Source: an optimization exercise on an open RTL-to-GDS flow (aim: small area, a short achievable clock period and few clock cycles per item). Production flows keep margins and buffers that such runs may drop. Where RTL was checked, it was by simulation tests only, not by an equivalence proof against the original. For run 4, only the layout was checked, not whether the RTL still works. No activity file was given, so power comes from the tool's default toggle rates.

[design/flow/config.mk]
export PLATFORM = sky130hd
export DESIGN_NAME = aes_dec_top
export DESIGN_NICKNAME = aes_dec_top
export VERILOG_FILES = /design/flow/design.v
export SDC_FILE = /design/flow/constraint.sdc
export NUM_CORES = 8
export LEC_CHECK = 0
export ABC_CLOCK_PERIOD_IN_PS = 3000
export CAP_MARGIN = 20
export CORE_MARGIN = 2
export CORE_UTILIZATION = 40
export SETUP_SLACK_MARGIN = 5
export SLEW_MARGIN = 20
[design/flow/constraint.sdc]
create_clock -name core_clock -period 10.0 [get_ports {clk}]
set_input_delay 2.0000 -clock core_clock [delete_from_list [all_inputs] [get_ports {clk}]]
set_output_delay 2.0000 -clock core_clock [all_outputs]
set_load 0.01 [all_outputs]
[design/flow/design.v]
`default_nettype none
module aes_tmi_byte
(
    input  wire [7:0] i,
    output wire [7:0] o
);
    wire t1 = i[4] ^ i[5];
    wire t2 = i[1] ^ i[2];
    wire t3 = i[7] ^ t2;
    wire t4 = i[3] ^ t1;
    assign o[0] = i[1];
    assign o[1] = i[1] ^ t1;
    assign o[2] = i[2] ^ t1;
    wire t5 = i[0] ^ i[4];
    assign o[3] = t2 ^ t5;
    assign o[4] = t4;
    assign o[5] = t3 ^ t4;
    wire t6 = i[0] ^ t1;
    assign o[6] = t3 ^ t6;
    assign o[7] = i[6] ^ t3;
endmodule
module aes_mt_byte
(
    input  wire [7:0] i,
    output wire [7:0] o
);
    wire t1 = i[4] ^ i[5];
    wire t2 = i[0] ^ i[1];
    wire t3 = i[6] ^ t1;
    wire t4 = i[2] ^ i[3];
    wire t5 = t3 ^ t4;
    assign o[0] = t2 ^ t3;
    assign o[1] = i[0];
    assign o[2] = i[2] ^ t2;
    assign o[3] = i[4] ^ t2;
    assign o[4] = i[0] ^ t5;
    assign o[5] = i[1] ^ t5;
    assign o[6] = i[7] ^ t1;
    wire t6 = i[1] ^ i[2];
    assign o[7] = t1 ^ t6;
endmodule
module aes_g_byte
(
    input  wire [7:0] i,
    output wire [7:0] o
);
    wire t1 = i[1] ^ i[5];
    wire t2 = i[2] ^ i[3];
    wire t3 = i[6] ^ t1;
    wire t4 = i[5] ^ i[7];
    wire t5 = i[3] ^ t3;
    wire t6 = i[0] ^ i[6];
    assign o[0] = t2 ^ t6;
    assign o[1] = i[4] ^ t4;
    assign o[2] = i[7] ^ t5;
    assign o[3] = t5;
    wire t7 = i[7] ^ t1;
    assign o[4] = t2 ^ t7;
    assign o[5] = i[4] ^ t3;
    assign o[6] = t2;
    assign o[7] = t4;
endmodule
module aes_tinv_byte
(
    input  wire [7:0] i,
    output wire [7:0] o
);
    wire t1 = i[1] ^ i[7];
    wire t2 = i[2] ^ i[3];
    wire t3 = i[5] ^ t1;
    wire t4 = i[4] ^ i[6];
    wire t5 = t2 ^ t3;
    wire t6 = i[3] ^ t3;
    wire t7 = i[0] ^ i[4];
    assign o[0] = t7 ^ t5;
    assign o[1] = i[7] ^ t4;
    assign o[2] = i[6] ^ t6;
    assign o[3] = t6;
    assign o[4] = t1;
    assign o[5] = i[7] ^ t2;
    assign o[6] = t4 ^ t5;
    assign o[7] = t2;
endmodule
module aes_lin_col
(
    input  wire [31:0] i,
    output wire [31:0] o
);
    wire t1 = i[0] ^ i[28];
    wire t2 = i[16] ^ i[21];
    wire t3 = i[4] ^ i[8];
    wire t4 = i[20] ^ i[24];
    wire t5 = i[13] ^ i[29];
    wire t6 = i[5] ^ i[12];
    wire t7 = i[1] ^ i[26];
    wire t8 = i[2] ^ i[9];
    wire t9 = i[10] ^ i[17];
    wire t10 = i[18] ^ i[25];
    wire t11 = i[6] ^ i[31];
    wire t12 = i[15] ^ i[22];
    wire t13 = i[11] ^ i[14];
    wire t14 = i[23] ^ i[30];
    wire t15 = i[3] ^ i[19];
    wire t16 = i[7] ^ i[27];
    wire t17 = t2 ^ t6;
    wire t18 = t4 ^ t5;
    wire t19 = i[29] ^ i[31];
    wire t20 = i[13] ^ i[15];
    wire t21 = t8 ^ t10;
    wire t22 = i[24] ^ t1;
    wire t23 = t7 ^ t9;
    wire t24 = i[0] ^ t3;
    wire t25 = i[5] ^ t14;
    wire t26 = t15 ^ t21;
    wire t27 = i[3] ^ i[16];
    wire t28 = i[12] ^ i[27];
    wire t29 = i[7] ^ i[8];
    wire t30 = i[14] ^ i[23];
    wire t31 = i[9] ^ t4;
    wire t32 = t3 ^ t5;
    wire t33 = i[11] ^ t2;
    wire t34 = i[2] ^ t12;
    wire t35 = i[18] ^ t11;
    wire t36 = t13 ^ t17;
    wire t37 = i[19] ^ i[22];
    wire t38 = i[4] ^ i[17];
    wire t39 = i[0] ^ i[26];
    wire t40 = i[1] ^ i[25];
    wire t41 = i[21] ^ i[27];
    wire t42 = i[13] ^ i[20];
    wire t43 = i[17] ^ i[19];
    wire t44 = i[21] ^ i[25];
    wire t45 = i[7] ^ i[17];
    wire t46 = i[16] ^ i[28];
    wire t47 = i[21] ^ i[28];
    wire t48 = t8 ^ t28;
    wire t49 = i[5] ^ t16;
    wire t50 = t1 ^ t10;
    wire t51 = t9 ^ t19;
    wire t52 = t6 ^ t29;
    wire t53 = t3 ^ t7;
    wire t54 = i[6] ^ t2;
    wire t55 = t13 ^ t37;
    wire t56 = i[8] ^ t14;
    wire t57 = i[20] ^ t1;
    wire t58 = i[7] ^ t8;
    wire t59 = t1 ^ t41;
    wire t60 = i[30] ^ t11;
    wire t61 = t18 ^ t25;
    wire t62 = i[12] ^ t31;
    wire t63 = i[10] ^ t25;
    wire t64 = t22 ^ t30;
    wire t65 = i[24] ^ t35;
    wire t66 = i[22] ^ t24;
    wire t67 = t33 ^ t63;
    wire t68 = t16 ^ t36;
    wire t69 = i[20] ^ t19;
    wire t70 = t40 ^ t6;
    wire t71 = t69 ^ t70;
    assign o[0] = t66 ^ t71;
    wire t72 = i[25] ^ t12;
    wire t73 = t43 ^ t53;
    wire t74 = t57 ^ t72;
    assign o[1] = t73 ^ t74;
    wire t75 = i[23] ^ i[4];
    wire t76 = t19 ^ t39;
    wire t77 = t75 ^ t76;
    assign o[2] = t77 ^ t68;
    wire t78 = i[14] ^ t16;
    wire t79 = t43 ^ t5;
    wire t80 = t78 ^ t79;
    assign o[3] = t65 ^ t80;
    wire t81 = i[15] ^ i[1];
    wire t82 = t30 ^ t81;
    wire t83 = t18 ^ t24;
    wire t84 = t54 ^ t58;
    wire t85 = t82 ^ t83;
    assign o[4] = t84 ^ t85;
    wire t86 = i[26] ^ t22;
    wire t87 = t55 ^ t58;
    assign o[5] = t86 ^ t87;
    wire t88 = t4 ^ t47;
    wire t89 = t51 ^ t88;
    assign o[6] = t26 ^ t89;
    wire t90 = i[30] ^ i[3];
    wire t91 = i[6] ^ t90;
    wire t92 = t23 ^ t32;
    wire t93 = t91 ^ t92;
    assign o[7] = t68 ^ t93;
    wire t94 = i[1] ^ i[30];
    wire t95 = i[9] ^ t42;
    wire t96 = t46 ^ t94;
    wire t97 = t52 ^ t95;
    assign o[8] = t96 ^ t97;
    wire t98 = t14 ^ t3;
    wire t99 = t40 ^ t46;
    wire t100 = t48 ^ t98;
    assign o[9] = t99 ^ t100;
    wire t101 = i[31] ^ t15;
    wire t102 = t101 ^ t18;
    wire t103 = t34 ^ t52;
    assign o[10] = t102 ^ t103;
    wire t104 = i[14] ^ i[3];
    wire t105 = t104 ^ t12;
    wire t106 = t39 ^ t44;
    wire t107 = t105 ^ t106;
    assign o[11] = t49 ^ t107;
    wire t108 = i[8] ^ i[9];
    wire t109 = t108 ^ t12;
    wire t110 = t109 ^ t17;
    wire t111 = t51 ^ t110;
    assign o[12] = t64 ^ t111;
    wire t112 = i[19] ^ i[27];
    wire t113 = i[30] ^ t112;
    wire t114 = t9 ^ t113;
    wire t115 = t24 ^ t34;
    assign o[13] = t114 ^ t115;
    wire t116 = i[11] ^ i[29];
    wire t117 = i[4] ^ t116;
    wire t118 = t117 ^ t23;
    wire t119 = t49 ^ t50;
    assign o[14] = t118 ^ t119;
    wire t120 = i[6] ^ t12;
    wire t121 = t120 ^ t18;
    wire t122 = t121 ^ t26;
    assign o[15] = t36 ^ t122;
    wire t123 = i[28] ^ t20;
    wire t124 = t38 ^ t123;
    wire t125 = t31 ^ t54;
    assign o[16] = t124 ^ t125;
    wire t126 = i[1] ^ i[4];
    wire t127 = t11 ^ t126;
    wire t128 = t27 ^ t9;
    wire t129 = t127 ^ t128;
    assign o[17] = t129 ^ t62;
    wire t130 = t16 ^ t20;
    wire t131 = t130 ^ t57;
    assign o[18] = t131 ^ t67;
    wire t132 = i[11] ^ i[1];
    wire t133 = i[3] ^ t132;
    wire t134 = t5 ^ t133;
    wire t135 = t34 ^ t56;
    assign o[19] = t134 ^ t135;
    wire t136 = i[16] ^ i[31];
    wire t137 = t10 ^ t136;
    wire t138 = t45 ^ t137;
    wire t139 = t138 ^ t61;
    assign o[20] = t66 ^ t139;
    wire t140 = i[10] ^ i[6];
    wire t141 = t10 ^ t140;
    wire t142 = t27 ^ t28;
    wire t143 = t141 ^ t142;
    assign o[21] = t56 ^ t143;
    wire t144 = t20 ^ t6;
    wire t145 = t144 ^ t53;
    assign o[22] = t145 ^ t26;
    wire t146 = t23 ^ t55;
    wire t147 = t59 ^ t146;
    assign o[23] = t61 ^ t147;
    wire t148 = i[12] ^ i[29];
    wire t149 = t148 ^ t38;
    wire t150 = t44 ^ t149;
    assign o[24] = t150 ^ t64;
    wire t151 = t13 ^ t45;
    wire t152 = t151 ^ t50;
    assign o[25] = t152 ^ t62;
    wire t153 = i[15] ^ i[23];
    wire t154 = t15 ^ t153;
    wire t155 = t47 ^ t154;
    wire t156 = t32 ^ t155;
    assign o[26] = t65 ^ t156;
    wire t157 = i[19] ^ i[9];
    wire t158 = t11 ^ t157;
    assign o[27] = t158 ^ t67;
    wire t159 = i[25] ^ t20;
    wire t160 = t29 ^ t7;
    wire t161 = t159 ^ t160;
    wire t162 = t17 ^ t22;
    wire t163 = t60 ^ t161;
    assign o[28] = t162 ^ t163;
    wire t164 = t13 ^ t27;
    wire t165 = t4 ^ t7;
    wire t166 = t164 ^ t165;
    assign o[29] = t35 ^ t166;
    wire t167 = i[23] ^ t42;
    wire t168 = t167 ^ t23;
    wire t169 = t33 ^ t48;
    assign o[30] = t168 ^ t169;
    wire t170 = i[22] ^ i[5];
    wire t171 = t170 ^ t32;
    wire t172 = t59 ^ t60;
    wire t173 = t171 ^ t172;
    assign o[31] = t26 ^ t173;
endmodule
module aes_s1_byte
(
    input  wire [7:0] z,
    output wire [7:0] o
);
    wire [3:0] d;
    reg  [3:0] th;
    wire n9 = z[0] ^ z[2];
    wire n10 = z[6] ^ n9;
    wire n11 = z[2] ^ z[5];
    wire n12 = z[6] ^ n11;
    wire n13 = z[7] ^ n12;
    wire n14 = z[1] ^ z[3];
    wire n15 = z[5] ^ n14;
    wire n16 = z[3] ^ z[4];
    wire n17 = z[6] ^ n16;
    wire n18 = z[7] ^ n17;
    wire n19 = z[0] & z[4];
    wire n20 = z[3] & z[5];
    wire n21 = n19 ^ n20;
    wire n22 = z[2] & z[6];
    wire n23 = n21 ^ n22;
    wire n24 = z[1] & z[7];
    wire n25 = n23 ^ n24;
    wire n26 = z[1] & z[4];
    wire n27 = z[0] & z[5];
    wire n28 = n26 ^ n27;
    wire n29 = n20 ^ n28;
    wire n30 = n22 ^ n29;
    wire n31 = z[3] & z[6];
    wire n32 = n30 ^ n31;
    wire n33 = n24 ^ n32;
    wire n34 = z[2] & z[7];
    wire n35 = n33 ^ n34;
    wire n36 = z[2] & z[4];
    wire n37 = z[1] & z[5];
    wire n38 = n36 ^ n37;
    wire n39 = z[0] & z[6];
    wire n40 = n38 ^ n39;
    wire n41 = n31 ^ n40;
    wire n42 = n34 ^ n41;
    wire n43 = z[3] & z[7];
    wire n44 = n42 ^ n43;
    wire n45 = z[3] & z[4];
    wire n46 = z[2] & z[5];
    wire n47 = n45 ^ n46;
    wire n48 = z[1] & z[6];
    wire n49 = n47 ^ n48;
    wire n50 = z[0] & z[7];
    wire n51 = n49 ^ n50;
    wire n52 = n43 ^ n51;
    wire n53 = n10 ^ n25;
    wire n54 = n13 ^ n35;
    wire n55 = n15 ^ n44;
    wire n56 = n18 ^ n52;
    assign d[0] = n53;
    assign d[1] = n54;
    assign d[2] = n55;
    assign d[3] = n56;
    always @*
    begin
        case (d)
            4'd0: th = 4'd0;
            4'd1: th = 4'd1;
            4'd2: th = 4'd9;
            4'd3: th = 4'd14;
            4'd4: th = 4'd13;
            4'd5: th = 4'd11;
            4'd6: th = 4'd7;
            4'd7: th = 4'd6;
            4'd8: th = 4'd15;
            4'd9: th = 4'd2;
            4'd10: th = 4'd12;
            4'd11: th = 4'd5;
            4'd12: th = 4'd10;
            4'd13: th = 4'd4;
            4'd14: th = 4'd3;
            4'd15: th = 4'd8;
            default: th = 4'd0;
        endcase
    end
    wire m13 = th[0] & z[0];
    wire m14 = th[3] & z[1];
    wire m15 = m13 ^ m14;
    wire m16 = th[2] & z[2];
    wire m17 = m15 ^ m16;
    wire m18 = th[1] & z[3];
    wire m19 = m17 ^ m18;
    wire m20 = th[1] & z[0];
    wire m21 = th[0] & z[1];
    wire m22 = m20 ^ m21;
    wire m23 = m14 ^ m22;
    wire m24 = m16 ^ m23;
    wire m25 = th[3] & z[2];
    wire m26 = m24 ^ m25;
    wire m27 = m18 ^ m26;
    wire m28 = th[2] & z[3];
    wire m29 = m27 ^ m28;
    wire m30 = th[2] & z[0];
    wire m31 = th[1] & z[1];
    wire m32 = m30 ^ m31;
    wire m33 = th[0] & z[2];
    wire m34 = m32 ^ m33;
    wire m35 = m25 ^ m34;
    wire m36 = m28 ^ m35;
    wire m37 = th[3] & z[3];
    wire m38 = m36 ^ m37;
    wire m39 = th[3] & z[0];
    wire m40 = th[2] & z[1];
    wire m41 = m39 ^ m40;
    wire m42 = th[1] & z[2];
    wire m43 = m41 ^ m42;
    wire m44 = th[0] & z[3];
    wire m45 = m43 ^ m44;
    wire m46 = m37 ^ m45;
    wire m47 = th[0] & z[4];
    wire m48 = th[3] & z[5];
    wire m49 = m47 ^ m48;
    wire m50 = th[2] & z[6];
    wire m51 = m49 ^ m50;
    wire m52 = th[1] & z[7];
    wire m53 = m51 ^ m52;
    wire m54 = th[1] & z[4];
    wire m55 = th[0] & z[5];
    wire m56 = m54 ^ m55;
    wire m57 = m48 ^ m56;
    wire m58 = m50 ^ m57;
    wire m59 = th[3] & z[6];
    wire m60 = m58 ^ m59;
    wire m61 = m52 ^ m60;
    wire m62 = th[2] & z[7];
    wire m63 = m61 ^ m62;
    wire m64 = th[2] & z[4];
    wire m65 = th[1] & z[5];
    wire m66 = m64 ^ m65;
    wire m67 = th[0] & z[6];
    wire m68 = m66 ^ m67;
    wire m69 = m59 ^ m68;
    wire m70 = m62 ^ m69;
    wire m71 = th[3] & z[7];
    wire m72 = m70 ^ m71;
    wire m73 = th[3] & z[4];
    wire m74 = th[2] & z[5];
    wire m75 = m73 ^ m74;
    wire m76 = th[1] & z[6];
    wire m77 = m75 ^ m76;
    wire m78 = th[0] & z[7];
    wire m79 = m77 ^ m78;
    wire m80 = m71 ^ m79;
    assign o[0] = m19;
    assign o[1] = m29;
    assign o[2] = m38;
    assign o[3] = m46;
    assign o[4] = m53;
    assign o[5] = m63;
    assign o[6] = m72;
    assign o[7] = m80;
endmodule
module aes_inv_s1
(
    input  wire [127:0] x,
    input  wire [127:0] kg,
    output wire [127:0] a
);
    wire [127:0] q;
    aes_s1_byte u_0_0 (.z(x[127:120]), .o(q[127:120]));
    aes_s1_byte u_0_1 (.z(x[119:112]), .o(q[119:112]));
    aes_s1_byte u_0_2 (.z(x[111:104]), .o(q[111:104]));
    aes_s1_byte u_0_3 (.z(x[103:96]), .o(q[103:96]));
    aes_s1_byte u_1_0 (.z(x[95:88]), .o(q[95:88]));
    aes_s1_byte u_1_1 (.z(x[87:80]), .o(q[87:80]));
    aes_s1_byte u_1_2 (.z(x[79:72]), .o(q[79:72]));
    aes_s1_byte u_1_3 (.z(x[71:64]), .o(q[71:64]));
    aes_s1_byte u_2_0 (.z(x[63:56]), .o(q[63:56]));
    aes_s1_byte u_2_1 (.z(x[55:48]), .o(q[55:48]));
    aes_s1_byte u_2_2 (.z(x[47:40]), .o(q[47:40]));
    aes_s1_byte u_2_3 (.z(x[39:32]), .o(q[39:32]));
    aes_s1_byte u_3_0 (.z(x[31:24]), .o(q[31:24]));
    aes_s1_byte u_3_1 (.z(x[23:16]), .o(q[23:16]));
    aes_s1_byte u_3_2 (.z(x[15:8]), .o(q[15:8]));
    aes_s1_byte u_3_3 (.z(x[7:0]), .o(q[7:0]));
    assign a = q ^ kg;
endmodule
module aes_inv_s2
(
    input  wire [127:0] a,
    output wire [127:0] y
);
    wire [127:0] v;
    aes_lin_col l_0 (.i({a[103:96], a[111:104], a[119:112], a[127:120]}), .o({v[103:96], v[111:104], v[119:112], v[127:120]}));
    aes_lin_col l_1 (.i({a[71:64], a[79:72], a[87:80], a[95:88]}), .o({v[71:64], v[79:72], v[87:80], v[95:88]}));
    aes_lin_col l_2 (.i({a[39:32], a[47:40], a[55:48], a[63:56]}), .o({v[39:32], v[47:40], v[55:48], v[63:56]}));
    aes_lin_col l_3 (.i({a[7:0], a[15:8], a[23:16], a[31:24]}), .o({v[7:0], v[15:8], v[23:16], v[31:24]}));
    assign y[127:120] = v[127:120];
    assign y[119:112] = v[23:16];
    assign y[111:104] = v[47:40];
    assign y[103:96] = v[71:64];
    assign y[95:88] = v[95:88];
    assign y[87:80] = v[119:112];
    assign y[79:72] = v[15:8];
    assign y[71:64] = v[39:32];
    assign y[63:56] = v[63:56];
    assign y[55:48] = v[87:80];
    assign y[47:40] = v[111:104];
    assign y[39:32] = v[7:0];
    assign y[31:24] = v[31:24];
    assign y[23:16] = v[55:48];
    assign y[15:8] = v[79:72];
    assign y[7:0] = v[103:96];
endmodule
module aes_z0
(
    input  wire [127:0] ct,
    input  wire [127:0] k10,
    output wire [127:0] z
);
    assign z[127:120] = ct[127:120] ^ k10[127:120];
    assign z[119:112] = ct[23:16] ^ k10[23:16];
    assign z[111:104] = ct[47:40] ^ k10[47:40];
    assign z[103:96] = ct[71:64] ^ k10[71:64];
    assign z[95:88] = ct[95:88] ^ k10[95:88];
    assign z[87:80] = ct[119:112] ^ k10[119:112];
    assign z[79:72] = ct[15:8] ^ k10[15:8];
    assign z[71:64] = ct[39:32] ^ k10[39:32];
    assign z[63:56] = ct[63:56] ^ k10[63:56];
    assign z[55:48] = ct[87:80] ^ k10[87:80];
    assign z[47:40] = ct[111:104] ^ k10[111:104];
    assign z[39:32] = ct[7:0] ^ k10[7:0];
    assign z[31:24] = ct[31:24] ^ k10[31:24];
    assign z[23:16] = ct[55:48] ^ k10[55:48];
    assign z[15:8] = ct[79:72] ^ k10[79:72];
    assign z[7:0] = ct[103:96] ^ k10[103:96];
endmodule
module aes_tmi_word
(
    input  wire [31:0] i,
    output wire [31:0] o
);
    aes_tmi_byte b0 (.i(i[31:24]), .o(o[31:24]));
    aes_tmi_byte b1 (.i(i[23:16]), .o(o[23:16]));
    aes_tmi_byte b2 (.i(i[15:8]), .o(o[15:8]));
    aes_tmi_byte b3 (.i(i[7:0]), .o(o[7:0]));
endmodule
module aes_mt_word
(
    input  wire [31:0] i,
    output wire [31:0] o
);
    aes_mt_byte b0 (.i(i[31:24]), .o(o[31:24]));
    aes_mt_byte b1 (.i(i[23:16]), .o(o[23:16]));
    aes_mt_byte b2 (.i(i[15:8]), .o(o[15:8]));
    aes_mt_byte b3 (.i(i[7:0]), .o(o[7:0]));
endmodule
module aes_g_word
(
    input  wire [31:0] i,
    output wire [31:0] o
);
    aes_g_byte b0 (.i(i[31:24]), .o(o[31:24]));
    aes_g_byte b1 (.i(i[23:16]), .o(o[23:16]));
    aes_g_byte b2 (.i(i[15:8]), .o(o[15:8]));
    aes_g_byte b3 (.i(i[7:0]), .o(o[7:0]));
endmodule
module aes_tinv_word
(
    input  wire [31:0] i,
    output wire [31:0] o
);
    aes_tinv_byte b0 (.i(i[31:24]), .o(o[31:24]));
    aes_tinv_byte b1 (.i(i[23:16]), .o(o[23:16]));
    aes_tinv_byte b2 (.i(i[15:8]), .o(o[15:8]));
    aes_tinv_byte b3 (.i(i[7:0]), .o(o[7:0]));
endmodule
module aes_kc_word
(
    output wire [31:0] o
);
    assign o = 32'haeaeaeae;
endmodule
module aes_c63_word
(
    output wire [31:0] o
);
    assign o = {4{8'h55}};
endmodule
`default_nettype wire
`default_nettype none
module aes_round_key_store
(
    input  logic         clk,
    input  logic         key_we,
    input  logic [5:0]   key_addr,
    input  logic [31:0]  key_wdata,
    input  logic [31:0]  wdata_z,      
    input  logic [9:0]   round_sel,    
    output logic [127:0] round_key,    
    output logic [127:0] last_key      
);
    logic [31:0] mem [44];
    logic [31:0] wdata_g;
    logic [31:0] c63;
    logic [31:0] kc;
    aes_g_word i_g (
        .i (key_wdata),
        .o (wdata_g)
    );
    aes_kc_word i_kc (
        .o (kc)
    );
    aes_c63_word i_c63 (
        .o (c63)
    );
    always_ff @(posedge clk)
    begin
        for (int i = 0; i < 44; i++)
        begin
            if (key_we && (key_addr == 6'(i)))
            begin
                if (i >= 40)
                begin
                    mem[i] <= wdata_z ^ c63;
                end
                else if (i >= 4)
                begin
                    mem[i] <= wdata_g ^ kc;
                end
                else
                begin
                    mem[i] <= wdata_g;
                end
            end
        end
    end
    assign last_key = {mem[40], mem[41], mem[42], mem[43]};
    always_comb
    begin
        round_key = '0;
        for (int r = 0; r < 10; r++)
        begin
            if (round_sel[r])
            begin
                round_key = round_key | {mem[4 * r], mem[4 * r + 1], mem[4 * r + 2], mem[4 * r + 3]};
            end
        end
    end
endmodule
`default_nettype wire
`default_nettype none
module aes_dec_regs
(
    input  logic         clk,
    input  logic         reset,
    input  logic [11:0]  paddr,
    input  logic         psel,
    input  logic         penable,
    input  logic         pwrite,
    input  logic [31:0]  pwdata,
    output logic [31:0]  prdata,
    output logic         pready,
    output logic         pslverr,
    input  logic         fin,         
    input  logic [127:0] plaintext,   
    output logic         key_we,
    output logic [5:0]   key_addr,
    output logic [31:0]  key_wdata,
    output logic         start,
    output logic [31:0]  wdata_z,     
    output logic [127:0] ciphertext   
);
    logic        busy;
    logic        done;
    logic        busy_n;
    logic        done_n;
    logic        key_hit;
    logic        din_hit;
    logic        ctrl_hit;
    logic        stat_hit;
    logic        dout_hit;
    logic        err_n;
    logic [31:0] rd_n;
    logic [31:0] prdata_q;
    logic        err_q;
    logic        wr_q;       
    logic        key_q;
    logic        din_q;
    logic        ctrl_q;
    logic [5:0]  widx_q;
    logic        we;
    logic [31:0] ct_word;
    logic [31:0] pt_word;
    logic [31:0] ct_std;
    logic [31:0] pt_std;
    assign busy_n = busy && !fin;
    assign done_n = done || fin;
    assign key_hit  = (paddr < 12'h0b0);
    assign din_hit  = (paddr[11:4] == 8'h10);
    assign ctrl_hit = (paddr[11:2] == 10'h044);
    assign stat_hit = (paddr[11:2] == 10'h045);
    assign dout_hit = (paddr[11:4] == 8'h12);
    assign err_n = !(key_hit || din_hit || ctrl_hit || stat_hit || dout_hit)
                   || (pwrite && busy_n && (key_hit || din_hit || ctrl_hit))
                   || (pwrite && (stat_hit || dout_hit));
    assign ct_word = ciphertext[127 - 32 * paddr[3:2] -: 32];
    assign pt_word = plaintext[127 - 32 * paddr[3:2] -: 32];
    aes_mt_word i_ct_back (
        .i (ct_word),
        .o (ct_std)
    );
    aes_tinv_word i_pt_back (
        .i (pt_word),
        .o (pt_std)
    );
    aes_tmi_word i_wdata_z (
        .i (pwdata),
        .o (wdata_z)
    );
    always_comb
    begin
        rd_n = '0;  
        if (stat_hit)
        begin
            rd_n = {30'd0, done_n, busy_n};
        end
        else if (din_hit)
        begin
            rd_n = ct_std;
        end
        else if (dout_hit)
        begin
            rd_n = pt_std;
        end
    end
    always_ff @(posedge clk)
    begin
        prdata_q <= rd_n;
        err_q    <= err_n;
        wr_q     <= pwrite && !err_n;
        key_q    <= key_hit;
        din_q    <= din_hit;
        ctrl_q   <= ctrl_hit;
        widx_q   <= paddr[7:2];
    end
    assign prdata  = prdata_q;
    assign pslverr = err_q;
    assign pready  = 1'b1;  
    assign we        = psel && penable && wr_q;
    assign key_we    = we && key_q;
    assign key_addr  = widx_q;
    assign key_wdata = pwdata;
    assign start     = we && ctrl_q && pwdata[0];
    always_ff @(posedge clk)
    begin
        if (we && din_q)
        begin
            ciphertext[127 - 32 * widx_q[1:0] -: 32] <= wdata_z;
        end
    end
    always_ff @(posedge clk)
    begin
        if (reset)
        begin
            busy <= 1'b0;
            done <= 1'b0;
        end
        else if (start)
        begin
            busy <= 1'b1;
            done <= 1'b0;
        end
        else if (fin)
        begin
            busy <= 1'b0;
            done <= 1'b1;
        end
    end
endmodule
`default_nettype wire
`default_nettype none
module aes_dec_engine
(
    input  logic         clk,
    input  logic         reset,
    input  logic         start,
    input  logic [127:0] ciphertext,
    input  logic [127:0] last_key,
    input  logic [127:0] round_key,
    output logic [9:0]   round_sel,   
    output logic         fin,         
    output logic [127:0] plaintext
);
    logic         run;
    logic         ph;        
    logic [9:0]   rsel;      
    logic         pend_q;
    logic         z_ok_q;    
    logic         go;
    logic [127:0] state_q;
    logic [127:0] a_q;
    logic [127:0] z0;
    logic [127:0] s1_out;
    logic [127:0] s2_out;
    assign round_sel = rsel;
    assign plaintext = a_q;
    aes_z0 i_z0 (
        .ct  (ciphertext),
        .k10 (last_key),
        .z   (z0)
    );
    aes_inv_s1 i_s1 (
        .x  (state_q),
        .kg (round_key),
        .a  (s1_out)
    );
    aes_inv_s2 i_s2 (
        .a (a_q),
        .y (s2_out)
    );
    assign go  = (start || pend_q) && z_ok_q && !run;
    assign fin = run && ph && rsel[0];
    always_ff @(posedge clk)
    begin
        state_q <= run ? s2_out : z0;
        if (go || (run && !ph))
        begin
            a_q <= s1_out;
        end
    end
    always_ff @(posedge clk)
    begin
        if (reset)
        begin
            run    <= 1'b0;
            ph     <= 1'b0;
            rsel   <= 10'b10_0000_0000;
            pend_q <= 1'b0;
            z_ok_q <= 1'b0;
        end
        else
        begin
            pend_q <= (start || pend_q) && !go;
            z_ok_q <= !run;
            if (go)
            begin
                run  <= 1'b1;
                ph   <= 1'b1;
                rsel <= 10'b01_0000_0000;
            end
            else if (run)
            begin
                ph <= !ph;
                if (!ph)
                begin
                    if (rsel[0])
                    begin
                        run  <= 1'b0;
                        rsel <= 10'b10_0000_0000;
                    end
                    else
                    begin
                        rsel <= rsel >> 1;
                    end
                end
            end
        end
    end
endmodule
`default_nettype wire
`default_nettype none
module aes_dec_top
(
    input  logic        clk,
    input  logic        reset,
    input  logic [11:0] paddr,
    input  logic        psel,
    input  logic        penable,
    input  logic        pwrite,
    input  logic [31:0] pwdata,
    output logic [31:0] prdata,
    output logic        pready,
    output logic        pslverr
);
    logic         key_we;
    logic [5:0]   key_addr;
    logic [31:0]  key_wdata;
    logic         start;
    logic         fin;
    logic [127:0] ciphertext;
    logic [127:0] plaintext;
    logic [127:0] round_key;
    logic [127:0] last_key;
    logic [31:0]  wdata_z;
    logic [9:0]   round_sel;
    aes_dec_regs i_aes_dec_regs (
        .clk        (clk),
        .reset      (reset),
        .paddr      (paddr),
        .psel       (psel),
        .penable    (penable),
        .pwrite     (pwrite),
        .pwdata     (pwdata),
        .prdata     (prdata),
        .pready     (pready),
        .pslverr    (pslverr),
        .fin        (fin),
        .plaintext  (plaintext),
        .key_we     (key_we),
        .key_addr   (key_addr),
        .key_wdata  (key_wdata),
        .start      (start),
        .wdata_z    (wdata_z),
        .ciphertext (ciphertext)
    );
    aes_round_key_store i_aes_round_key_store (
        .clk       (clk),
        .key_we    (key_we),
        .key_addr  (key_addr),
        .key_wdata (key_wdata),
        .wdata_z   (wdata_z),
        .round_sel (round_sel),
        .round_key (round_key),
        .last_key  (last_key)
    );
    aes_dec_engine i_aes_dec_engine (
        .clk        (clk),
        .reset      (reset),
        .start      (start),
        .ciphertext (ciphertext),
        .last_key   (last_key),
        .round_key  (round_key),
        .round_sel  (round_sel),
        .fin        (fin),
        .plaintext  (plaintext)
    );
endmodule
`default_nettype wire
[design/flow/run.sh]
#!/bin/bash
# synth_recipe.tcl (not shown) runs the flow's synth.tcl, then flattens the netlist and writes it again
# the make line also repeats each setting of config.mk as NAME=value (left out here)
make -C /OpenROAD-flow-scripts/flow DESIGN_CONFIG=/design/flow/config.mk WORK_HOME=/design/flow/orfs CLKGATE_MAP_FILE= SYNTH_SCRIPT=/design/flow/synth_recipe.tcl finish
==> results of run 1 <==
## cells by family (layout without fill, tap and decap cells)
family / after synthesis / in the layout / share of synthesized area
flip-flops: 1851 / 1851 / 0.573
XOR/XNOR: 1827 / 1827 / 0.184
AND/OR/NAND/NOR: 1317 / 1317 / 0.0667
AO/OA/AOI/OAI: 1196 / 1196 / 0.0917
buffers and inverters: 770 / 853 / 0.0320
multiplexers: 183 / 183 / 0.0309
adder cells (fa/ha/maj): 165 / 165 / 0.0220
other: 1 / 10 / 0.0000400
## critical path, stage by stage
cell and delay (ns):
clkdlybuf4s50_1 0.95, xor2_1 0.28, xnor2_1 0.97, xor2_1 0.95
inv_1 0.24
## area by class of cell
class / count / area [sq um]
fill: 20700 / 128000
sequential: 1851 / 53800
multi-input combinational: 4689 / 37700
clock buffer: 236 / 5090
tap: 3132 / 3920
timing repair buffer: 212 / 1880
clock inverter: 114 / 1210
inverter: 289 / 1090
antenna: 9 / 22.5
timing repair inverter: 2 / 12.5
## layer usage
layer,vias up,part of all wire,track usage
li1,26300,-,-
met1,30500,0.41,0.350
met2,2918,0.44,0.380
met3,497,0.10,0.0693
met4,8,0.049,0.112
met5,-,0.00018,0
## metrics by stage
| stage | worst slack [ns] | cells |
|---|---|---|
| detailed placement | 4.07 | 10200 |
| global route | 5.06 | 10500 |
| CTS | 5.16 | 10500 |
| global placement | 4.30 | 10200 |
| finish | 5.13 | 10500 |
| floorplan | 4.92 | 7310 |
## report_power, final
| part | total, uW | internal, uW | switching [uW] |
|---|---|---|---|
| Clock | 7120 | 3950 | 3170 |
| Combinational | 830 | 202 | 628 |
| Sequential | 8670 | 8670 | 3.41 |
| Total | 16600 | 12800 | 3800 |
## sequential cells by signal (all words and copies together) (netlist names)
| register | count |
|---|---|
| i_aes_dec_engine.pend_q | 1 |
| i_aes_dec_engine.state_q | 128 |
| i_aes_dec_engine.rsel | 10 |
| i_aes_dec_regs.wr_q | 1 |
| i_aes_dec_regs.done | 1 |
| i_aes_dec_regs.ciphertext | 128 |
| i_aes_dec_engine.ph | 1 |
| i_aes_dec_regs.din_q | 1 |
| i_aes_dec_regs.ctrl_q | 1 |
| i_aes_dec_engine.z_ok_q | 1 |
| i_aes_dec_regs.prdata_q | 32 |
| i_aes_dec_regs.busy | 1 |
| i_aes_dec_engine.run | 1 |
| i_aes_round_key_store.mem | 1408 |
| i_aes_dec_regs.widx_q | 6 |
| i_aes_dec_regs.err_q | 1 |
| i_aes_dec_regs.key_q | 1 |
| i_aes_dec_engine.a_q | 128 |
## Yosys cell counts, types with 9 or more instances
cell type  count
a22o_1       128
mux4_2        83
or2_2         10
xnor2_2       14
xnor2_1     1271
nor3b_1       25
dfxtp_1      187
edfxtp_1    1664
mux2_2        19
inv_1        288
o22ai_1      133
nand2b_1      43
nand3b_1      18
nor4_1        27
clkbuf_1     371
mux2i_1       80
ha_1         165
nor3_1         9
a21oi_1      113
and2_1        20
nand4_1      129
nor2b_1      106
nand2_1      557
xor2_1       459
buf_1         53
nor2_1       290
o21ai_0      147
o211ai_1       9
a22oi_1      390
and3_1        31
o211a_1        9
a221oi_1     181
buf_2         49
a211oi_1      40
xnor3_1       71
## worst max-delay path by stage
stage | startpoint | endpoint | slack, ns | cells after the start
final | pwdata[9] | i_aes_round_key_store.mem[43][15] | 5.13 | 5
after global routing | pwdata[19] | i_aes_round_key_store.mem[30][18] | 5.06 | 6
after CTS | pwdata[14] | i_aes_round_key_store.mem[27][10] | 5.16 | 6
after detailed placement | pwdata[14] | i_aes_round_key_store.mem[27][10] | 4.07 | 6
after global placement | pwdata[14] | i_aes_round_key_store.mem[11][10] | 4.30 | 6
after floorplan | psel | i_aes_dec_engine.a_q[0] | 4.92 | 5
## repair_timing
action | in CTS | in global routing
endpoints found under the setup margin | 36 | 36
hold endpoints to repair | 0 | 0
cloned | 1 | 1
gates resized for setup | 2 | 3
buffers inserted | 0 | 0
==> results.toml, run 1 <==
[status]
status = "complete, no violations"

[logic_synthesis]
synth-edff-count = 1664
ys.flop_type = "edfxtp_1"
netlist_area_sq_um = 93700
syn-instance-count = 7310
syn_avg_cell_area_sq_um = 12.8
yosysUniqueCellTypes = 70
synthArstFlopShare = 0
ys_top_cells_by_area = "edfxtp_1 (53%), xnor2_1 (12%), xor2_1 (4.3%)"
synth_top_cell_by_area = "edfxtp_1"
syn_nets = 7524
ys_ff_latch = 1851
ys_warn_count = 5
ys_seq_area_frac = 0.573
synth_top_area_frac = 0.533

[layout]
layout_commonest_cell = "edfxtp_1"
syn_to_final_growth_pct = 11.6
utilization = 0.450
mostFrequentLayoutCells = "edfxtp_1 (1664), xnor2_1 (1251), nand2_1 (557)"
fin_nets = 7447
drive_gt1_frac = 0.0899
fin_area_sq_um = 105000

[die]
ioPinCount = 83
die_x_microns = 488
coreArea_sq_um = 233000
fp.dieH_microns = 488
start_util = 0.403
rows = 177
die-area_sq_um = 238000

[drt]
vias = 60100
first_pass_iters = 5
viasPerCell = 5.71
drt_iter0_drc = 7288
wl_per_cell_microns = 29.5
wl_mm = 311
drtAntennaViolNets = 0
drcViolationCount = 0

[timing]
fin_crit_sh = 0.487
setup_viol = 0
grt_setup_unrepaired = "no"
slew_headroom = 0.142
final_hold_viol_count = 0
skew_ns = 0.105
timing.hold.ws_ns = 0.502
fin_setup_tns_ns = 0
period_needed_ns = 4.87
worst_pin_slew_ns = 1.28
fmax_ghz = 0.205
maxSlewViolCount = 0

[place]
portBuffers = 79
dpl-instance-area_sq_um = 98200
dpl.hpwl_mm = 205
routabilityCongestion = 1.00

[worst_setup_path]
worst_ep_required_time_ns = 10.54
cp_max_fo = 5
rr_startpoint = "i_aes_dec_engine.state_q[75]"
critPathLaunchType = "input port"
arrival_ns = 5.41
reg2reg_slack_ns = 5.47
r2r_cells = 12
end_kind = "register"
crit_type = "in -> reg"
r2r_end = "i_aes_dec_engine.a_q[77]"

[power_and_ir_drop]
power_leakage_uw = 0.0355
p_per_area_nw_per_um2 = 159
total_power_uw = 16600
peakVddDrop_mv = 0.190

[global_routing]
grt_pass1_wl_mm = 433
grt_pass1_vias = 56900
gr-total-overflow = 0
antenna_found_initial = 16
grtUsageTotal = 0.256
grt_start_max_net_pins = 130

[clock_network]
tritoncts = "yes"
cts-root-buf = "clkbuf_16"
htree_levels = 4
path_clk_slew_ns = 0.06
clock_latency_ns = 0.88
cts_buffers = 188
holdBufCountCts = 0
cts.sinks = 1851
clk_path_buf_depth = 3

[worst_hold_path]
holdPathEnd = "i_aes_dec_regs.busy"
hp-start = "i_aes_dec_regs.ctrl_q"
hp-class = "reg -> reg"
min_path_cells = 2

[flow_run]
maxCapViolCount = 0
Testbench counts, summed over its fixed seeds: cycles 6,912, blocks 192.
==> inputs of run 2 (changes only) <==
==> design/flow/flow/run.sh (new file) <==
#!/bin/bash
# The standard layout (standard.sh, its synthesis unchanged) with two changes to how the layout
# is made: the port buffers are buf_2 cells, and timing repair works until the setup slack reaches
# SETUP_SLACK_MARGIN, well above zero at the 10 ns clock. The tools' output goes to standard.log.
set -euo pipefail
export SETUP_SLACK_MARGIN=6.8
export BUFFER_PORTS_ARGS="-buffer_cell sky130_fd_sc_hd__buf_2"
bash standard.sh > standard.log 2>&1
==> design/flow/standard.sh (new file) <==
#!/bin/bash
# synth_recipe.tcl (not shown) runs the flow's synth.tcl, then flattens the netlist and writes it again
# the make line also repeats each setting of config.mk as NAME=value (left out here)
make -C /OpenROAD-flow-scripts/flow DESIGN_CONFIG=/design/flow/config.mk WORK_HOME=/design/flow/orfs CLKGATE_MAP_FILE= SYNTH_SCRIPT=/design/flow/synth_recipe.tcl "${@:-finish}"
--- a/design/flow/config.mk
+++ b/design/flow/config.mk
@@ -9,5 +9,4 @@
 export CAP_MARGIN = 20
 export CORE_MARGIN = 2
 export CORE_UTILIZATION = 40
-export SETUP_SLACK_MARGIN = 5
 export SLEW_MARGIN = 20
removed: design/flow/run.sh
==> results.toml, run 2 <==
[timing]
fmax_ghz = 0.289
final_hold_viol_count = 0
setup_ws_ns = 6.54
fin_setup_tns_ns = 0
slew_headroom = 0.191
fin_crit_sh = 0.346
grt_setup_unrepaired = "yes"
maxSlewViolCount = 0
period_needed_ns = 3.46
setup_viol = 0
skew_ns = 0.0612
worst_pin_slew_ns = 1.21

[layout]
largest_reg_flops = 1408
mostFrequentLayoutCells = "edfxtp_1 (1664), xnor2_1 (987), buf_4 (527)"
final_cells = 11200
fin_area_sq_um = 119000
fin_nets = 8140
regMostFlops = "i_aes_round_key_store.mem"
utilization = 0.511
drive_gt1_frac = 0.300
layout_commonest_cell = "edfxtp_1"
syn_to_final_growth_pct = 26.9
n_fill_cell = 19100

[logic_synthesis]
yosysMostFrequentCell = "edfxtp_1"
ys_ff_latch = 1851
syn-instance-count = 7310
synth_top_area_frac = 0.533
netlist_area_sq_um = 93700
yosysUniqueCellTypes = 70
ys.flop_type = "edfxtp_1"
synth_common_cells = "edfxtp_1 (1664), xnor2_1 (1271), nand2_1 (557), xor2_1 (459), a22oi_1 (390)"
synthArstFlopShare = 0
synth_top_cell_by_area = "edfxtp_1"
syn_nets = 7524
ys_seq_area_frac = 0.573
ys_warn_count = 5
synth-edff-count = 1664
ys_top_cells_by_area = "edfxtp_1 (53%), xnor2_1 (12%), xor2_1 (4.3%)"
syn_avg_cell_area_sq_um = 12.8

[clock_network]
cts-root-buf = "clkbuf_16"
tritoncts = "yes"
clock_latency_ns = 0.88
clk_path_buf_depth = 3
htree_levels = 4
path_clk_slew_ns = 0.06
cts.sinks = 1851
cts_buffers = 187

[global_routing]
grt_pass1_vias = 60700
grt_start_max_net_pins = 129
grt_pass1_wl_mm = 458
gr-total-overflow = 0
antenna_found_initial = 16
grtUsageTotal = 0.269

[place]
dpl.cell_count = 10200
routabilityCongestion = 1.02
portBuffers = 79
dpl.hpwl_mm = 200
dpl-instance-area_sq_um = 97800
dp_slack_ns = 4.56

[worst_setup_path]
r2r_end = "i_aes_dec_engine.a_q[41]"
r2r_cells = 13
reg2reg_slack_ns = 6.54
cp_slowest_cell = "xnor3_1"
crit_path_end = "i_aes_dec_engine.a_q[41]"
arrival_ns = 3.99
cp_max_fo = 6
critical_path.max_stage_delay_ns = 0.48
critPathLaunchType = "register"
worst_ep_required_time_ns = 10.54
timing.critical_path.buf_inv = 3
critPathLaunch = "i_aes_dec_engine.state_q[45]"
rr_startpoint = "i_aes_dec_engine.state_q[45]"
crit_chain = "buf_4 -> buf_4 -> nand2_1 -> xnor2_1 -> xnor2_1 -> xnor2_2 -> buf_4 -> ha_4 -> mux2_4 -> mux2i_4 -> nand2_1 -> xnor2_1 -> xnor3_1"
end_kind = "register"
cp_num_cells = 13
crit_type = "reg -> reg"
critical_path.top_delay_family = "XOR/XNOR gates"

[drt]
drt_iter0_drc = 8435
vias = 65400
viasPerCell = 5.83
wl_per_cell_microns = 30.3
drtAntennaViolNets = 0
first_pass_iters = 6
wl_mm = 340
drcViolationCount = 0

[die]
die-area_sq_um = 238000
fp.dieH_microns = 488
ioPinCount = 83
coreArea_sq_um = 233000
die_x_microns = 488
start_util = 0.403
rows = 177

[flow_run]
maxCapViolCount = 0

[worst_hold_path]
hp-class = "reg -> reg"

[power_and_ir_drop]
peakVddDrop_mv = 0.175
power_leakage_uw = 0.0417
p_per_area_nw_per_um2 = 142

[status]
status = "complete, no violations"
## run 2: cell counts after synthesis
No cell type changed its count.
## run 2: what timing repair did
| action | 4_1_cts | 5_1_grt |
|---|---|---|
| pin swaps | 266 | 408 |
| gates cloned | 34 | 17 |
| hold buffers | 0 | 0 |
| gates resized for setup | 989 | 798 |
| endpoints found under the setup margin | 2294 | 1089 |
| setup buffers | 408 | 254 |
## run 2: routing by layer
layer / GRT usage / up-vias / wire, microns / part of all wire
met5: 0 / - / 51 / 0.00015
li1: - / 27700 / - / -
met2: 0.401 / 3712 / 151000 / 0.44
met4: 0.120 / 10 / 17600 / 0.052
met1: 0.373 / 33400 / 135000 / 0.40
met3: 0.0644 / 651 / 36600 / 0.11
## run 2: area by class of cell
class	instances	area (sq um)	share of cell area
Inverter	289	1160	0.00974
Tap cell	3132	3920	0.0330
Clock inverter	117	1280	0.0108
Antenna cell	9	22.5	0.000189
Sequential cell	1851	54200	0.456
Timing Repair inverter	13	90.1	0.000758
Clock buffer	224	4860	0.0409
Timing Repair Buffer	870	8250	0.0694
Multi-Input combinational cell	4714	45100	0.379
## run 2: power by group
group	internal (uW)	leakage [uW]	switching, uW
Sequential	8640	0.0166	2.91
Clock	3940	0.00299	3120
Combinational	366	0.0222	764
Total	12900	0.0417	3880
## run 2: metrics by stage
| step | hold slack [ns] | power, uW |
|---|---|---|
| global placement | 0.482 | 9600 |
| global route | 0.538 | 17200 |
| CTS | 0.509 | 16800 |
| finish | 0.512 | 16800 |
| detailed placement | 0.494 | 9620 |
| floorplan | 0.451 | 9280 |
## run 2: worst min-delay path by stage
stage                               start                    endpoint  slack (ns)  depth (start not counted)
floorplan           i_aes_dec_regs.ctrl_q         i_aes_dec_regs.busy        0.45                          2
global placement    i_aes_dec_regs.ctrl_q         i_aes_dec_regs.busy        0.48                          2
detailed placement    i_aes_dec_regs.done  i_aes_dec_regs.prdata_q[1]        0.49                          2
CTS                   i_aes_dec_regs.done  i_aes_dec_regs.prdata_q[1]        0.51                          2
global route          i_aes_dec_regs.busy  i_aes_dec_regs.prdata_q[0]        0.54                          2
finish                i_aes_dec_regs.done  i_aes_dec_regs.prdata_q[1]        0.51                          2
## run 2: kinds of logic (layout without fill, tap and decap cells)
logic type | Yosys count | after routing | synth area share
adders and majority gates | 165 | 165 | 0.0220
xor gates and xnor gates | 1827 | 1839 | 0.184
AOI/OAI and AO/OA | 1196 | 1196 | 0.0917
muxes | 183 | 195 | 0.0309
buffers and inverters | 770 | 1513 | 0.0320
other | 1 | 10 | 0.0000400
DFF | 1851 | 1851 | 0.573
and+or+nand+nor | 1317 | 1318 | 0.0667
## run 2: worst register-to-register path, cell delays in order, from the launching register on
cell,delay [ns]
dfxtp_4,0.39
buf_4,0.16
buf_4,0.13
nand2_1,0.07
xnor2_1,0.22
xnor2_1,0.21
xnor2_2,0.18
buf_4,0.21
ha_4,0.21
mux2_4,0.28
mux2i_4,0.29
nand2_1,0.11
xnor2_1,0.20
xnor3_1,0.48
==> inputs of run 3 (changes only) <==
==> design/flow/flow/run.sh (replaced) <==
#!/bin/bash
# The standard layout (standard.sh, its synthesis unchanged) with two changes to how the layout
# is made: the port buffers are buf_2 cells, and timing repair works until the setup slack reaches
# SETUP_SLACK_MARGIN, well above zero at the 10 ns clock. The tools' output goes to standard.log.
set -euo pipefail
export SETUP_SLACK_MARGIN=6.4
export BUFFER_PORTS_ARGS="-buffer_cell sky130_fd_sc_hd__buf_2"
bash standard.sh > standard.log 2>&1
==> results.toml, run 3 <==
[status]
status = "complete, no violations"

[drt]
drtAntennaViolNets = 0
viasPerCell = 5.72
routed-wl-met2_mm = 139
highest_layer = "met5"
first_pass_iters = 6
wl_per_cell_microns = 29.1
drcViolationCount = 0
wl_mm = 311
drt_iter0_drc = 7314
drt-met1-wl_mm = 130
vias = 61100
met3_length_mm = 28.8

[timing]
skew_ns = 0.0449
final_hold_viol_count = 0
slew_headroom = 0.202
fin_setup_tns_ns = 0
maxSlewViolCount = 0
fmax_ghz = 0.273
grt_setup_unrepaired = "yes"
worst_pin_slew_ns = 1.19
period_needed_ns = 3.66
setup_viol = 0
fin_crit_sh = 0.366
timing.hold.ws_ns = 0.502

[layout]
regMostFlops = "i_aes_round_key_store.mem"
layout_commonest_cell = "edfxtp_1"
fin_area_sq_um = 108000
drive_gt1_frac = 0.157
fin_nets = 7595
ff_latch_area_sq_um = 54000
multiInputGateArea_sq_um = 39400
largest_reg_flops = 1408
n_fill_cell = 20400
mostFrequentLayoutCells = "edfxtp_1 (1664), xnor2_1 (1180), nand2_1 (554)"
syn_to_final_growth_pct = 14.9

[worst_setup_path]
end_kind = "register"
crit_chain = "buf_2 -> and3_2 -> and3_1 -> nand2_1 -> nor2_4 -> buf_4"
cp_slowest_cell = "buf_4"
worst_ep_required_time_ns = 10.49
critical_path.top_delay_family = "simple AND/OR/NAND/NOR gates"
cp_max_fo = 24
cp_num_cells = 6
critPathLaunchType = "input port"
r2r_cells = 11
crit_type = "in -> reg"
rr_startpoint = "i_aes_dec_engine.state_q[43]"
reg2reg_slack_ns = 6.48
critical_path.max_stage_delay_ns = 0.55
r2r_end = "i_aes_dec_engine.a_q[45]"
timing.critical_path.buf_inv = 2
arrival_ns = 4.15

[global_routing]
antenna_found_initial = 25
grt_pass1_wl_mm = 433
grt_pass1_vias = 57600
grt_start_max_net_pins = 110
gr-total-overflow = 0
grtUsageTotal = 0.254

[die]
coreArea_sq_um = 233000
die-area_sq_um = 238000
ioPinCount = 83
fp.dieH_microns = 488
die_x_microns = 488
rows = 177
start_util = 0.403

[logic_synthesis]
ys_warn_count = 5
synth-edff-count = 1664
ys_seq_area_frac = 0.573
netlist_area_sq_um = 93700
synth_common_cells = "edfxtp_1 (1664), xnor2_1 (1271), nand2_1 (557), xor2_1 (459), a22oi_1 (390)"
ys_top_cells_by_area = "edfxtp_1 (53%), xnor2_1 (12%), xor2_1 (4.3%)"
yosysUniqueCellTypes = 70
synth_top_area_frac = 0.533
synthArstFlopShare = 0
yosysMostFrequentCell = "edfxtp_1"
syn-instance-count = 7310
syn_nets = 7524
synth_top_cell_by_area = "edfxtp_1"
ys.flop_type = "edfxtp_1"
ys_ff_latch = 1851
syn_avg_cell_area_sq_um = 12.8

[worst_hold_path]
hp-start = "i_aes_dec_regs.ctrl_q"
holdPathEnd = "i_aes_dec_regs.busy"
hp-class = "reg -> reg"
min_path_cells = 2

[place]
dpl.hpwl_mm = 200
portBuffers = 79
dpl-instance-area_sq_um = 97900
routabilityCongestion = 0.967

[power_and_ir_drop]
power_leakage_uw = 0.0370
peakVddDrop_mv = 0.156
p_per_area_nw_per_um2 = 156

[clock_network]
tritoncts = "yes"
cts.sinks = 1851
clk_path_buf_depth = 3
htree_levels = 4
cts_buffers = 188
cts-root-buf = "clkbuf_16"
path_clk_slew_ns = 0.06
clock_latency_ns = 0.86

[flow_run]
maxCapViolCount = 0
## run 3: worst max-delay path by stage
stage	from	endpoint	slack (ns)
floorplan	psel	i_aes_dec_engine.a_q[0]	4.92
global placement	paddr[3]	i_aes_dec_regs.prdata_q[29]	4.19
detailed placement	paddr[3]	i_aes_dec_regs.prdata_q[28]	4.18
CTS	psel	i_aes_round_key_store.mem[18][4]	6.41
global route	i_aes_dec_engine.state_q[43]	i_aes_dec_engine.a_q[45]	6.31
finish	psel	i_aes_round_key_store.mem[34][9]	6.34
## run 3: logic make-up after synthesis
group | synth area share
multiplexers | 0.0309
flip-flops | 0.573
XOR/XNOR | 0.184
adder cells (fa/ha/maj) | 0.0220
other | 0.0000400
AND/OR/NAND/NOR | 0.0667
AO/OA/AOI/OAI | 0.0917
buffers and inverters | 0.0320
## run 3: cell type report
class | count | area share
sequential | 1851 | 0.501
multi-input combinational | 4694 | 0.365
clock buffer | 233 | 0.0472
tap | 3132 | 0.0364
timing repair buffer | 349 | 0.0270
clock inverter | 117 | 0.0116
inverter | 289 | 0.0104
timing repair inverter | 8 | 0.000511
antenna | 11 | 0.000256
## run 3: power by group
part	switching [uW]	internal [uW]
sequential	3.29	8660
combinational	680	257
clock	3090	4110
## run 3: timing repair
action	in CTS	in global routing
cloned	13	6
gates resized for setup	253	170
pin swaps	23	39
hold buffers	0	0
setup endpoints to repair	600	521
buffers inserted	47	91
## run 3: through the flow
| step | total power (uW) | util | cells | worst slack [ns] |
|---|---|---|---|---|
| floorplan | 9280 | - | 7310 | 4.92 |
| global placement | 9610 | 0.421 | 10200 | 4.19 |
| detailed placement | 9640 | 0.421 | 10200 | 4.18 |
| CTS | 16800 | 0.455 | 10600 | 6.41 |
| global route | 17200 | 0.463 | 10700 | 6.31 |
| finish | 16800 | 0.463 | 10700 | 6.34 |
## run 3: worst min-delay path, cell delays in order (launching register included)
cell and delay, ns:
dfxtp_1 0.32, nand3_1 0.08, a21oi_1 0.05
## run 3: per-layer routing
| layer | track usage | vias up |
|---|---|---|
| met1 | 0.358 | 31000 |
| met4 | 0.104 | 10 |
| met3 | 0.0500 | 498 |
| met5 | 0 | - |
| met2 | 0.384 | 3029 |
| li1 | - | 26500 |
==> inputs of run 4 (changes only) <==
--- a/design/flow/design.v
+++ b/design/flow/design.v
@@ -292,13 +292,11 @@
     wire t173 = t171 ^ t172;
     assign o[31] = t26 ^ t173;
 endmodule
-module aes_s1_byte
+module aes_norm_byte
 (
     input  wire [7:0] z,
-    output wire [7:0] o
+    output wire [3:0] d
 );
-    wire [3:0] d;
-    reg  [3:0] th;
     wire n9 = z[0] ^ z[2];
     wire n10 = z[6] ^ n9;
     wire n11 = z[2] ^ z[5];
@@ -351,28 +349,18 @@
     assign d[1] = n54;
     assign d[2] = n55;
     assign d[3] = n56;
-    always @*
-    begin
-        case (d)
-            4'd0: th = 4'd0;
-            4'd1: th = 4'd1;
-            4'd2: th = 4'd9;
-            4'd3: th = 4'd14;
-            4'd4: th = 4'd13;
-            4'd5: th = 4'd11;
-            4'd6: th = 4'd7;
-            4'd7: th = 4'd6;
-            4'd8: th = 4'd15;
-            4'd9: th = 4'd2;
-            4'd10: th = 4'd12;
-            4'd11: th = 4'd5;
-            4'd12: th = 4'd10;
-            4'd13: th = 4'd4;
-            4'd14: th = 4'd3;
-            4'd15: th = 4'd8;
-            default: th = 4'd0;
-        endcase
-    end
+endmodule
+module aes_s1_byte
+(
+    input  wire [7:0] z,
+    input  wire [3:0] d,
+    output wire [7:0] o
+);
+    wire [3:0] th;
+    assign th[0] = (d == 4'd1) | (d == 4'd2) | (d == 4'd4) | (d == 4'd5) | (d == 4'd6) | (d == 4'd8) | (d == 4'd11) | (d == 4'd14);
+    assign th[1] = (d == 4'd3) | (d == 4'd5) | (d == 4'd6) | (d == 4'd7) | (d == 4'd8) | (d == 4'd9) | (d == 4'd12) | (d == 4'd14);
+    assign th[2] = (d == 4'd3) | (d == 4'd4) | (d == 4'd6) | (d == 4'd7) | (d == 4'd8) | (d == 4'd10) | (d == 4'd11) | (d == 4'd13);
+    assign th[3] = (d == 4'd2) | (d == 4'd3) | (d == 4'd4) | (d == 4'd5) | (d == 4'd8) | (d == 4'd10) | (d == 4'd12) | (d == 4'd15);
     wire m13 = th[0] & z[0];
     wire m14 = th[3] & z[1];
     wire m15 = m13 ^ m14;
@@ -453,28 +441,51 @@
 module aes_inv_s1
 (
     input  wire [127:0] x,
+    input  wire [63:0]  d,
     input  wire [127:0] kg,
     output wire [127:0] a
 );
     wire [127:0] q;
-    aes_s1_byte u_0_0 (.z(x[127:120]), .o(q[127:120]));
-    aes_s1_byte u_0_1 (.z(x[119:112]), .o(q[119:112]));
-    aes_s1_byte u_0_2 (.z(x[111:104]), .o(q[111:104]));
-    aes_s1_byte u_0_3 (.z(x[103:96]), .o(q[103:96]));
-    aes_s1_byte u_1_0 (.z(x[95:88]), .o(q[95:88]));
-    aes_s1_byte u_1_1 (.z(x[87:80]), .o(q[87:80]));
-    aes_s1_byte u_1_2 (.z(x[79:72]), .o(q[79:72]));
-    aes_s1_byte u_1_3 (.z(x[71:64]), .o(q[71:64]));
-    aes_s1_byte u_2_0 (.z(x[63:56]), .o(q[63:56]));
-    aes_s1_byte u_2_1 (.z(x[55:48]), .o(q[55:48]));
-    aes_s1_byte u_2_2 (.z(x[47:40]), .o(q[47:40]));
-    aes_s1_byte u_2_3 (.z(x[39:32]), .o(q[39:32]));
-    aes_s1_byte u_3_0 (.z(x[31:24]), .o(q[31:24]));
-    aes_s1_byte u_3_1 (.z(x[23:16]), .o(q[23:16]));
-    aes_s1_byte u_3_2 (.z(x[15:8]), .o(q[15:8]));
-    aes_s1_byte u_3_3 (.z(x[7:0]), .o(q[7:0]));
+    aes_s1_byte u_0_0 (.z(x[127:120]), .d(d[63:60]), .o(q[127:120]));
+    aes_s1_byte u_0_1 (.z(x[119:112]), .d(d[59:56]), .o(q[119:112]));
+    aes_s1_byte u_0_2 (.z(x[111:104]), .d(d[55:52]), .o(q[111:104]));
+    aes_s1_byte u_0_3 (.z(x[103:96]), .d(d[51:48]), .o(q[103:96]));
+    aes_s1_byte u_1_0 (.z(x[95:88]), .d(d[47:44]), .o(q[95:88]));
+    aes_s1_byte u_1_1 (.z(x[87:80]), .d(d[43:40]), .o(q[87:80]));
+    aes_s1_byte u_1_2 (.z(x[79:72]), .d(d[39:36]), .o(q[79:72]));
+    aes_s1_byte u_1_3 (.z(x[71:64]), .d(d[35:32]), .o(q[71:64]));
+    aes_s1_byte u_2_0 (.z(x[63:56]), .d(d[31:28]), .o(q[63:56]));
+    aes_s1_byte u_2_1 (.z(x[55:48]), .d(d[27:24]), .o(q[55:48]));
+    aes_s1_byte u_2_2 (.z(x[47:40]), .d(d[23:20]), .o(q[47:40]));
+    aes_s1_byte u_2_3 (.z(x[39:32]), .d(d[19:16]), .o(q[39:32]));
+    aes_s1_byte u_3_0 (.z(x[31:24]), .d(d[15:12]), .o(q[31:24]));
+    aes_s1_byte u_3_1 (.z(x[23:16]), .d(d[11:8]), .o(q[23:16]));
+    aes_s1_byte u_3_2 (.z(x[15:8]), .d(d[7:4]), .o(q[15:8]));
+    aes_s1_byte u_3_3 (.z(x[7:0]), .d(d[3:0]), .o(q[7:0]));
     assign a = q ^ kg;
 endmodule
+module aes_norms
+(
+    input  wire [127:0] x,
+    output wire [63:0]  d
+);
+    aes_norm_byte n_0_0 (.z(x[127:120]), .d(d[63:60]));
+    aes_norm_byte n_0_1 (.z(x[119:112]), .d(d[59:56]));
+    aes_norm_byte n_0_2 (.z(x[111:104]), .d(d[55:52]));
+    aes_norm_byte n_0_3 (.z(x[103:96]), .d(d[51:48]));
+    aes_norm_byte n_1_0 (.z(x[95:88]), .d(d[47:44]));
+    aes_norm_byte n_1_1 (.z(x[87:80]), .d(d[43:40]));
+    aes_norm_byte n_1_2 (.z(x[79:72]), .d(d[39:36]));
+    aes_norm_byte n_1_3 (.z(x[71:64]), .d(d[35:32]));
+    aes_norm_byte n_2_0 (.z(x[63:56]), .d(d[31:28]));
+    aes_norm_byte n_2_1 (.z(x[55:48]), .d(d[27:24]));
+    aes_norm_byte n_2_2 (.z(x[47:40]), .d(d[23:20]));
+    aes_norm_byte n_2_3 (.z(x[39:32]), .d(d[19:16]));
+    aes_norm_byte n_3_0 (.z(x[31:24]), .d(d[15:12]));
+    aes_norm_byte n_3_1 (.z(x[23:16]), .d(d[11:8]));
+    aes_norm_byte n_3_2 (.z(x[15:8]), .d(d[7:4]));
+    aes_norm_byte n_3_3 (.z(x[7:0]), .d(d[3:0]));
+endmodule
 module aes_inv_s2
 (
     input  wire [127:0] a,
@@ -594,8 +605,11 @@
     logic [31:0] wdata_g;
     logic [31:0] c63;
     logic [31:0] kc;
+    logic        pend_q;
+    logic [5:0]  pend_addr_q;
+    logic [31:0] pend_data_q;
     aes_g_word i_g (
-        .i (key_wdata),
+        .i (pend_data_q),
         .o (wdata_g)
     );
     aes_kc_word i_kc (
@@ -606,22 +620,24 @@
     );
     always_ff @(posedge clk)
     begin
+        pend_q      <= key_we && (key_addr < 6'd40);
+        pend_addr_q <= key_addr;
+        pend_data_q <= key_wdata;
+    end
+    always_ff @(posedge clk)
+    begin
         for (int i = 0; i < 44; i++)
         begin
-            if (key_we && (key_addr == 6'(i)))
+            if (i >= 40)
             begin
-                if (i >= 40)
+                if (key_we && (key_addr == 6'(i)))
                 begin
                     mem[i] <= wdata_z ^ c63;
                 end
-                else if (i >= 4)
-                begin
-                    mem[i] <= wdata_g ^ kc;
-                end
-                else
-                begin
-                    mem[i] <= wdata_g;
-                end
+            end
+            else if (pend_q && (pend_addr_q == 6'(i)))
+            begin
+                mem[i] <= (i >= 4) ? (wdata_g ^ kc) : wdata_g;
             end
         end
     end
@@ -789,6 +805,9 @@
     logic         z_ok_q;    
     logic         go;
     logic [127:0] state_q;
+    logic [63:0]  norm_q;    
+    logic [127:0] state_d;
+    logic [63:0]  norm_d;
     logic [127:0] a_q;
     logic [127:0] z0;
     logic [127:0] s1_out;
@@ -802,6 +821,7 @@
     );
     aes_inv_s1 i_s1 (
         .x  (state_q),
+        .d  (norm_q),
         .kg (round_key),
         .a  (s1_out)
     );
@@ -811,9 +831,15 @@
     );
     assign go  = (start || pend_q) && z_ok_q && !run;
     assign fin = run && ph && rsel[0];
+    assign state_d = run ? s2_out : z0;
+    aes_norms i_norms (
+        .x (state_d),
+        .d (norm_d)
+    );
     always_ff @(posedge clk)
     begin
-        state_q <= run ? s2_out : z0;
+        state_q <= state_d;
+        norm_q  <= norm_d;
         if (go || (run && !ph))
         begin
             a_q <= s1_out;
==> results.toml, run 4 <==
[status]
status = "complete, no violations"

[timing]
worst_pin_slew_ns = 1.14
final_hold_viol_count = 0
skew_ns = 0.0479
maxSlewViolCount = 0
slew_headroom = 0.233
fmax_ghz = 0.274
timing.hold.ws_ns = 0.377
period_needed_ns = 3.64
fin_setup_tns_ns = 0
setup_viol = 0
grt_setup_unrepaired = "yes"
fin_crit_sh = 0.364

[logic_synthesis]
synthArstFlopShare = 0
ys.flop_type = "edfxtp_1"
yosysUniqueCellTypes = 77
ys_top_cells_by_area = "edfxtp_1 (53%), xnor2_1 (11%), dfxtp_1 (6.1%)"
synth_top_area_frac = 0.528
synth_top_cell_by_area = "edfxtp_1"
syn_nets = 7386
synth_common_cells = "edfxtp_1 (1664), xnor2_1 (1194), nand2_1 (614), xor2_1 (454), a22oi_1 (452)"
ys_warn_count = 4
yosysMostFrequentCell = "edfxtp_1"
netlist_area_sq_um = 94700
ys_ff_latch = 1954
synth-edff-count = 1664
ys_seq_area_frac = 0.589
syn-instance-count = 7298
syn_avg_cell_area_sq_um = 13.0

[clock_network]
cts.sinks = 1954
cts_buffers = 193
path_clk_slew_ns = 0.07
tritoncts = "yes"
clock_latency_ns = 0.86
clk_path_buf_depth = 3
cts-root-buf = "clkbuf_16"
htree_levels = 4

[power_and_ir_drop]
power_leakage_uw = 0.0374
total_power_uw = 17300
peakVddDrop_mv = 0.160
p_per_area_nw_per_um2 = 160

[die]
die_x_microns = 491
start_util = 0.402
coreArea_sq_um = 235000
die-area_sq_um = 241000
rows = 178
ioPinCount = 83
fp.dieH_microns = 491

[layout]
mostFrequentLayoutCells = "edfxtp_1 (1664), xnor2_1 (1126), nand2_1 (613)"
largest_reg_flops = 1408
regMostFlops = "i_aes_round_key_store.mem"
n_fill_cell = 20800
fin_nets = 7500
syn_to_final_growth_pct = 14.0
layout_commonest_cell = "edfxtp_1"
drive_gt1_frac = 0.130
utilization = 0.459

[global_routing]
grt_pass1_wl_mm = 429
grtUsageTotal = 0.245
grt_pass1_vias = 57700
antenna_found_initial = 15
grt_start_max_net_pins = 114
gr-total-overflow = 0

[drt]
drtAntennaViolNets = 0
wl_mm = 305
wl_per_cell_microns = 28.4
vias = 61200
drt_iter0_drc = 7445
first_pass_iters = 6
viasPerCell = 5.70
drcViolationCount = 0

[worst_hold_path]
min_path_cells = 0
hp-class = "reg -> reg"
hp-start = "i_aes_dec_regs.widx_q[4]"
holdPathEnd = "i_aes_round_key_store.pend_addr_q[4]"

[worst_setup_path]
r2r_cells = 10
end_kind = "register"
crit_type = "in -> reg"
critPathLaunchType = "input port"
worst_ep_required_time_ns = 10.47
arrival_ns = 4.11
r2r_end = "i_aes_dec_engine.norm_q[7]"
reg2reg_slack_ns = 6.37
cp_max_fo = 65
rr_startpoint = "i_aes_dec_engine.a_q[69]"

[place]
dpl.hpwl_mm = 199
routabilityCongestion = 0.944
portBuffers = 79

[flow_run]
maxCapViolCount = 0
## run 4: cell types whose count changed after synthesis, moves of 62 or more
cell,previous run,this run
ha_1,165,39
dfxtp_1,187,290
clkbuf_1,371,286
xnor2_1,1271,1194
nor2b_1,106,31
o21ai_0,147,222
a22oi_1,390,452
## run 4: logic make-up (layout without fill, tap and decap cells)
| logic type | Yosys count | after routing | synth area share |
|---|---|---|---|
| adder cells (fa/ha/maj) | 39 | 39 | 0.00515 |
| AO/OA/AOI/OAI | 1435 | 1435 | 0.106 |
| multiplexers | 124 | 124 | 0.0220 |
| other | 1 | 4 | 0.0000396 |
| buffers and inverters | 708 | 987 | 0.0295 |
| flip-flops | 1954 | 1954 | 0.589 |
| XOR/XNOR | 1818 | 1818 | 0.192 |
| AND/OR/NAND/NOR | 1219 | 1220 | 0.0566 |
## run 4: worst max path at each step
| stage | startpoint | endpoint | cells past startpoint |
|---|---|---|---|
| after floorplan | paddr[2] | i_aes_dec_regs.prdata_q[4] | 9 |
| after global routing | i_aes_dec_engine.a_q[69] | i_aes_dec_engine.norm_q[7] | 10 |
| final | psel | i_aes_dec_regs.ciphertext[120] | 4 |
| after CTS | paddr[2] | i_aes_dec_regs.prdata_q[0] | 9 |
| after global placement | paddr[2] | i_aes_dec_regs.prdata_q[0] | 9 |
| after detailed placement | paddr[2] | i_aes_dec_regs.prdata_q[0] | 9 |
## run 4: where the power goes
part,internal [uW],leakage (uW),switching [uW]
sequential,9090,0.0174,15.2
combinational,209,0.0169,597
clock,4140,0.00309,3230
total,13400,0.0374,3840
## run 4: critical path, stage by stage
cell and delay (ns):
buf_2 0.07, and3_1 0.40, and2_4 0.86, buf_6 0.60
## run 4: what timing repair did
action / in CTS / in global routing
pin swaps: 4 / 3
hold buffers: 0 / 0
gates resized for setup: 96 / 37
gates cloned: 1 / 2
buffers inserted: 64 / 87
setup endpoints to repair: 243 / 105
## run 4: layer usage
metal / GRT usage / wire (microns) / vias up
met5: 0 / 27 / -
met4: 0.0905 / 11300 / 4
li1: - / - / 26800
met2: 0.377 / 139000 / 2846
met3: 0.0445 / 26000 / 461
met1: 0.347 / 129000 / 31000
## run 4: cell type report
type | count | area, sq um | share of cell area
Antenna cell | 3 | 7.51 | 0.0000695
Clock buffer | 252 | 5150 | 0.0477
Clock inverter | 109 | 1220 | 0.0113
Inverter | 268 | 1010 | 0.00940
Multi-Input combinational cell | 4637 | 37700 | 0.349
Sequential cell | 1954 | 55800 | 0.517
Tap cell | 3150 | 3940 | 0.0365
Timing Repair Buffer | 358 | 3120 | 0.0289
## run 4: through the flow
step | area [sq um] | worst slack (ns) | cells
global placement | 99100 | 4.47 | 10200
floorplan | 95200 | 6.29 | 7298
CTS | 107000 | 6.28 | 10600
finish | 108000 | 6.36 | 10700
global route | 108000 | 6.31 | 10700
detailed placement | 99100 | 4.45 | 10200
